Source: an optimization exercise on an open RTL-to-GDS flow (aim: small area, a short achievable clock period and few clock cycles). Production flows keep margins and buffers that such runs may drop.

== rev 12 ==
==> flow/design.v <==
`default_nettype none
package snow_pkg;
	typedef logic signed [17:0] fx_t;
	typedef logic [3:0] cell_addr_t;
	typedef logic [2:0] wb_addr_t;
	typedef logic [31:0] wb_data_t;
	localparam int NUM_CELLS = 10;
	localparam cell_addr_t SEED_CELL = 4'd4;
	localparam fx_t FX_ONE = 18'sb01_0000000000000000;
	localparam fx_t FX_SIXTH = 18'sb00_0010101010101010;
	localparam wb_addr_t REG_CTRL = 3'd0;
	localparam wb_addr_t REG_ALPHA = 3'd1;
	localparam wb_addr_t REG_BETA = 3'd2;
	localparam wb_addr_t REG_GAMMA = 3'd3;
	localparam wb_addr_t REG_STEP = 3'd4;
	localparam wb_addr_t REG_CELL = 3'd5;
	localparam wb_addr_t REG_LAST_U = 3'd6;
	localparam wb_addr_t REG_LAST_V = 3'd7;
	typedef enum logic [2:0] {SEED, IDLE, FETCH, WAIT_READ, SOLVE, COMMIT} sweep_state_t;
	function automatic fx_t fx_mult(input fx_t a, input fx_t b);
		logic signed [35:0] prod;
		prod = a * b;
		fx_mult = {prod[35], prod[32:16]};
	endfunction
endpackage
`default_nettype wire
`timescale 1ns/100ps
`default_nettype none
module snow_column_top
(
	input wire clk,
	input wire rst,
	input wire wb_cyc,
	input wire wb_stb,
	input wire wb_we,
	input snow_pkg::wb_addr_t wb_adr,
	input snow_pkg::wb_data_t wb_wdata,
	output snow_pkg::wb_data_t wb_rdata,
	output logic wb_ack
);
	typedef logic signed [17:0] fx_t;
	logic req, wr_req;
	logic [17:0] h_alpha, h_beta, h_gamma;
	logic pending;
	logic restart_q;
	assign req = wb_cyc && wb_stb && !wb_ack;
	assign wr_req = req && wb_we;
	logic [16:0] c_alpha;        
	fx_t c_beta, c_gamma;
	fx_t c_sixth;                
	logic [18:0] ring [0:8];     
	logic prev_fz;               
	logic [18:0] last;           
	logic first;                 
	logic [3:0] last_idx;
	logic [3:0] k;
	logic [15:0] sweep;
	logic seeding;
	logic [3:0] cnt;
	logic ready, vready;
	logic dmode;                 
	logic seed_v, seed_4;        
	logic signed [16:0] acc1;    
	logic [18:0] dsh;            
	logic signed [18:0] acc2;    
	fx_t veff_q;                 
	function automatic fx_t u_of(input logic [18:0] c);
		u_of = c[18] ? 18'sd0 : fx_t'(c[17:0]);
	endfunction
	function automatic fx_t v_of(input logic [18:0] c);
		v_of = c[18] ? fx_t'(c[17:0]) : 18'sd0;
	endfunction
	function automatic logic fz_of(input logic [18:0] c);
		fz_of = !c[17] && c[16];
	endfunction
	logic vcommit, rcommit, commit, shift;
	assign vcommit = vready;
	assign rcommit = ready && pending;
	assign commit = vcommit || rcommit;
	assign shift = (seeding && cnt != 4'd8) || rcommit;
	logic [18:0] ring_in, seed;
	assign ring_in = (seeding || first) ? seed : last;
	fx_t ub, ut, vert, xs, dlt, t_a, t_b, t_c;
	logic [17:0] v_s, v_c;
	logic signed [18:0] sum1;
	assign ub = (k == 4'd9 || seeding) ? c_beta : u_of(ring[0]);
	assign ut = (k == 4'd8 || seeding) ? c_beta : u_of(ring[2]);
	assign xs = fx_t'(acc1 >>> 1);
	assign t_a = dmode ? xs : ut;
	assign t_b = dmode ? c_sixth : ub;
	assign t_c = dmode ? ~u_of(ring[1]) : c_beta;
	csa #(18) vert_csa (.a(t_a), .b(t_b), .c(t_c), .s(v_s), .cy(v_c));
	add_fast #(18) vert_add (.a(v_s), .b(v_c), .ci(dmode), .s(vert));
	assign dlt = vert;
	add_fast #(19) acc1_add (.a({{2{acc1[16]}}, acc1}), .b({vert[17], vert}), .ci(1'b0), .s(sum1));
	logic [2:0] win;
	logic signed [19:0] a20, mag, pp;
	logic signed [18:0] acc_in, sum2;
	assign win = dsh[2:0];
	assign a20 = {{3{c_alpha[16]}}, c_alpha};
	always_comb begin
		case (win)
			3'b001, 3'b010, 3'b101, 3'b110: mag = a20;
			3'b011, 3'b100: mag = a20 <<< 1;
			default: mag = '0;
		endcase
		pp = win[2] ? ~mag : mag;
	end
	assign acc_in = commit ? 19'sd0 : (acc2 >>> 2);
	add_fast #(19) acc2_add (.a(acc_in), .b(pp[18:0]), .ci(win[2]), .s(sum2));
	fx_t fxp, u0, v1, vsum, veff, raw, s_sum, s_new;
	logic [17:0] s_s, s_c;
	logic sat, hit;
	logic [18:0] result;
	assign v1 = !seed_v ? v_of(ring[1]) : seed_4 ? 18'sh10000 : c_beta;
	add_fast #(18) vsum_add (.a(v1), .b(c_gamma), .ci(1'b0), .s(vsum));
	assign veff = (!vsum[17] && vsum[16]) ? 18'sh10000 : vsum;
	assign seed = seed_v ? {1'b1, vsum} : {1'b0, c_beta};
	assign fxp = {acc2[18], acc2[16:0]};
	assign u0 = u_of(ring[0]);
	add_fast #(18) raw_add (.a(u0), .b(fxp), .ci(1'b0), .s(raw));
	assign sat = !raw[17] && raw[16];
	csa #(18) s_csa (.a(u0), .b(fxp), .c(veff_q), .s(s_s), .cy(s_c));
	add_fast #(18) s_add (.a(s_s), .b(s_c), .ci(1'b0), .s(s_sum));
	assign s_new = sat ? {veff_q[17:16] + 2'd1, veff_q[15:0]} : s_sum;
	assign hit = fz_of(ring[0]) || ((k != 4'd0) && prev_fz) || ((k != 4'd9) && fz_of(ring[1]));
	assign result = {hit, s_new};
	fx_t lu, lv;
	assign lu = u_of(last);
	assign lv = v_of(last);
	always_ff @(posedge clk) begin
		if (rst) begin
			wb_ack <= 1'b0;
			restart_q <= 1'b1;
			h_alpha <= '0;
			h_beta <= '0;
			h_gamma <= '0;
			pending <= 1'b0;
		end else begin
			wb_ack <= req;
			restart_q <= wr_req && (wb_adr == snow_pkg::REG_CTRL) && wb_wdata[0];
			if (wr_req) begin
				case (wb_adr)
					snow_pkg::REG_ALPHA: h_alpha <= wb_wdata[17:0];
					snow_pkg::REG_BETA: h_beta <= wb_wdata[17:0];
					snow_pkg::REG_GAMMA: h_gamma <= wb_wdata[17:0];
					default: ;
				endcase
			end
			if (wr_req && (wb_adr == snow_pkg::REG_STEP) && wb_wdata[0]) begin
				pending <= 1'b1;
			end else if (rcommit) begin
				pending <= 1'b0;
			end
		end
		case (wb_adr)
			snow_pkg::REG_ALPHA: wb_rdata <= {14'd0, h_alpha};
			snow_pkg::REG_BETA: wb_rdata <= {14'd0, h_beta};
			snow_pkg::REG_GAMMA: wb_rdata <= {14'd0, h_gamma};
			snow_pkg::REG_STEP: wb_rdata <= {31'd0, pending};
			snow_pkg::REG_CELL: wb_rdata <= {sweep, 7'd0, fz_of(last), 4'd0, last_idx};
			snow_pkg::REG_LAST_U: wb_rdata <= {{14{lu[17]}}, lu};
			snow_pkg::REG_LAST_V: wb_rdata <= {{14{lv[17]}}, lv};
			default: wb_rdata <= '0;
		endcase
		if (rst) begin
			last <= '0;
			last_idx <= '0;
		end else if (rcommit) begin
			last <= result;
			last_idx <= k;
		end
		if (restart_q) begin
			c_alpha <= h_alpha[17:1];
			c_beta <= h_beta;
			c_gamma <= h_gamma;
		end
		if (rst || restart_q) begin
			seeding <= 1'b1;
			cnt <= 4'd15;
			ready <= 1'b0;
			dmode <= 1'b0;
			vready <= 1'b0;
			seed_v <= 1'b0;
			seed_4 <= 1'b0;
			k <= 4'd9;
			sweep <= '0;
			first <= 1'b1;
		end else begin
			if (commit) begin
				cnt <= '0;
			end else if (seeding || cnt != 4'd8) begin
				cnt <= cnt + 4'd1;
			end
			if (vcommit) begin
				seeding <= 1'b0;
			end
			ready <= !commit && !seeding && (ready || cnt == 4'd7);
			vready <= seeding && cnt == 4'd8;
			dmode <= !commit && (seeding ? (cnt == 4'd7) : (cnt == 4'd6));
			seed_v <= seeding && (cnt == 4'd2 || cnt == 4'd3 || cnt == 4'd4);
			seed_4 <= seeding && cnt == 4'd3;
			if (commit) begin
				k <= (k == 4'd9) ? 4'd0 : k + 4'd1;
			end
			if (rcommit) begin
				first <= 1'b0;
			end
			if (rcommit && k == 4'd9) begin
				sweep <= sweep + 16'd1;
			end
		end
		if (shift) begin
			for (int i = 0; i < 8; i++) begin
				ring[i] <= ring[i + 1];
			end
			ring[8] <= ring_in;
			prev_fz <= fz_of(ring[0]);
		end
		if (restart_q || commit) begin
			acc1 <= '0;
		end else if (cnt <= 4'd6) begin
			acc1 <= 17'(sum1 >>> 2);
		end
		if (seeding && cnt == 4'd7) begin
			c_sixth <= xs;
		end
		if (dmode) begin
			dsh <= {dlt, 1'b0};
		end else if (commit || cnt <= 4'd6) begin
			dsh <= {dsh[18], dsh[18], dsh[18:2]};
		end
		if (commit || cnt <= 4'd7) begin
			acc2 <= sum2;
		end
		if (commit) begin
			veff_q <= veff;
		end
	end
endmodule
module csa #(parameter int W = 18)
(
	input wire [W-1:0] a,
	input wire [W-1:0] b,
	input wire [W-1:0] c,
	output logic [W-1:0] s,
	output logic [W-1:0] cy
);
	logic [W-1:0] m;
	assign s = a ^ b ^ c;
	assign m = (a & b) | (a & c) | (b & c);
	assign cy = {m[W-2:0], 1'b0};
endmodule
module add_fast #(parameter int W = 18)
(
	input wire [W-1:0] a,
	input wire [W-1:0] b,
	input wire ci,
	output logic [W-1:0] s
);
	logic [W-1:0] p0;
	logic [W-1:0] g, p, ng, np;
	always_comb begin
		p0 = a ^ b;
		g = a & b;
		p = p0;
		g[0] = g[0] | (p0[0] & ci);
		for (int l = 0; (1 << l) < W; l++) begin
			ng = g;
			np = p;
			for (int i = 0; i < W; i++) begin
				if (((i >> l) & 1) == 1) begin
					ng[i] = g[i] | (p[i] & g[((i >> l) << l) - 1]);
					np[i] = p[i] & p[((i >> l) << l) - 1];
				end
			end
			g = ng;
			p = np;
		end
		s = p0 ^ {g[W-2:0], ci};
	end
endmodule
`default_nettype wire
clock: 22.0 ns
lec_check: 0
cap_margin: 20
core_margin: 2
core_utilization: 40
cts_buf_list: sky130_fd_sc_hd__clkbuf_4 sky130_fd_sc_hd__clkbuf_8
slew_margin: 20
standard.sh (not shown) runs the stock make flow with config.mk's settings and CLKGATE_MAP_FILE= SYNTH_SCRIPT=/design/flow/synth_recipe.tcl, a recipe that flattens the netlist after the stock synthesis.
==> flow/flow/run.sh <==
#!/bin/bash
set -eo pipefail
export SETUP_SLACK_MARGIN=16.5
bash standard.sh > standard.log 2>&1
Here is what was changed in the inputs of rev 13 compared with rev 12.
- clearing CTS_BUF_LIST, which used to be sky130_fd_sc_hd__clkbuf_4 sky130_fd_sc_hd__clkbuf_8
Findings:
Rev 13 against rev 12: maximum clock frequency increased about 0.44%; final area now smaller; non-clock buffer count rose 1. From rev 12 to rev 13, largest net degree at the start of global routing did not move at all. Rev 12 → rev 13: signal arrival time at the worst endpoint now sits lower, setup slack now sits higher.
No functional check of the RTL was part of any run of this note.

## what the ideal ports hide
No port has a modelled driver above. Below, the same layouts with a new extraction and two added sets of constraints.
Step 1, drivers: a clkbuf_16 drives clk and a buf_2 each remaining input, both assumed.
Step 2 also shifts input and output timing later by t, the mid clock arrival at the registers, as if the neighbouring blocks saw the same clock.
Slacks: ideal / step 1 / step 2; pairs: ideal / step 1.
run	shift t [ns]	slack for setup (ns)	cell pins on the clock port's net
rev 12	0.699	16.227 / 16.227 / 15.913	1
rev 13	0.641	16.252 / 16.252 / 15.948	1
After both steps setup and hold are still met in every run listed. For rev 12, which loses most, drivers alone change the setup slack by 0.000 ns; drivers and shift together by -0.314 ns.
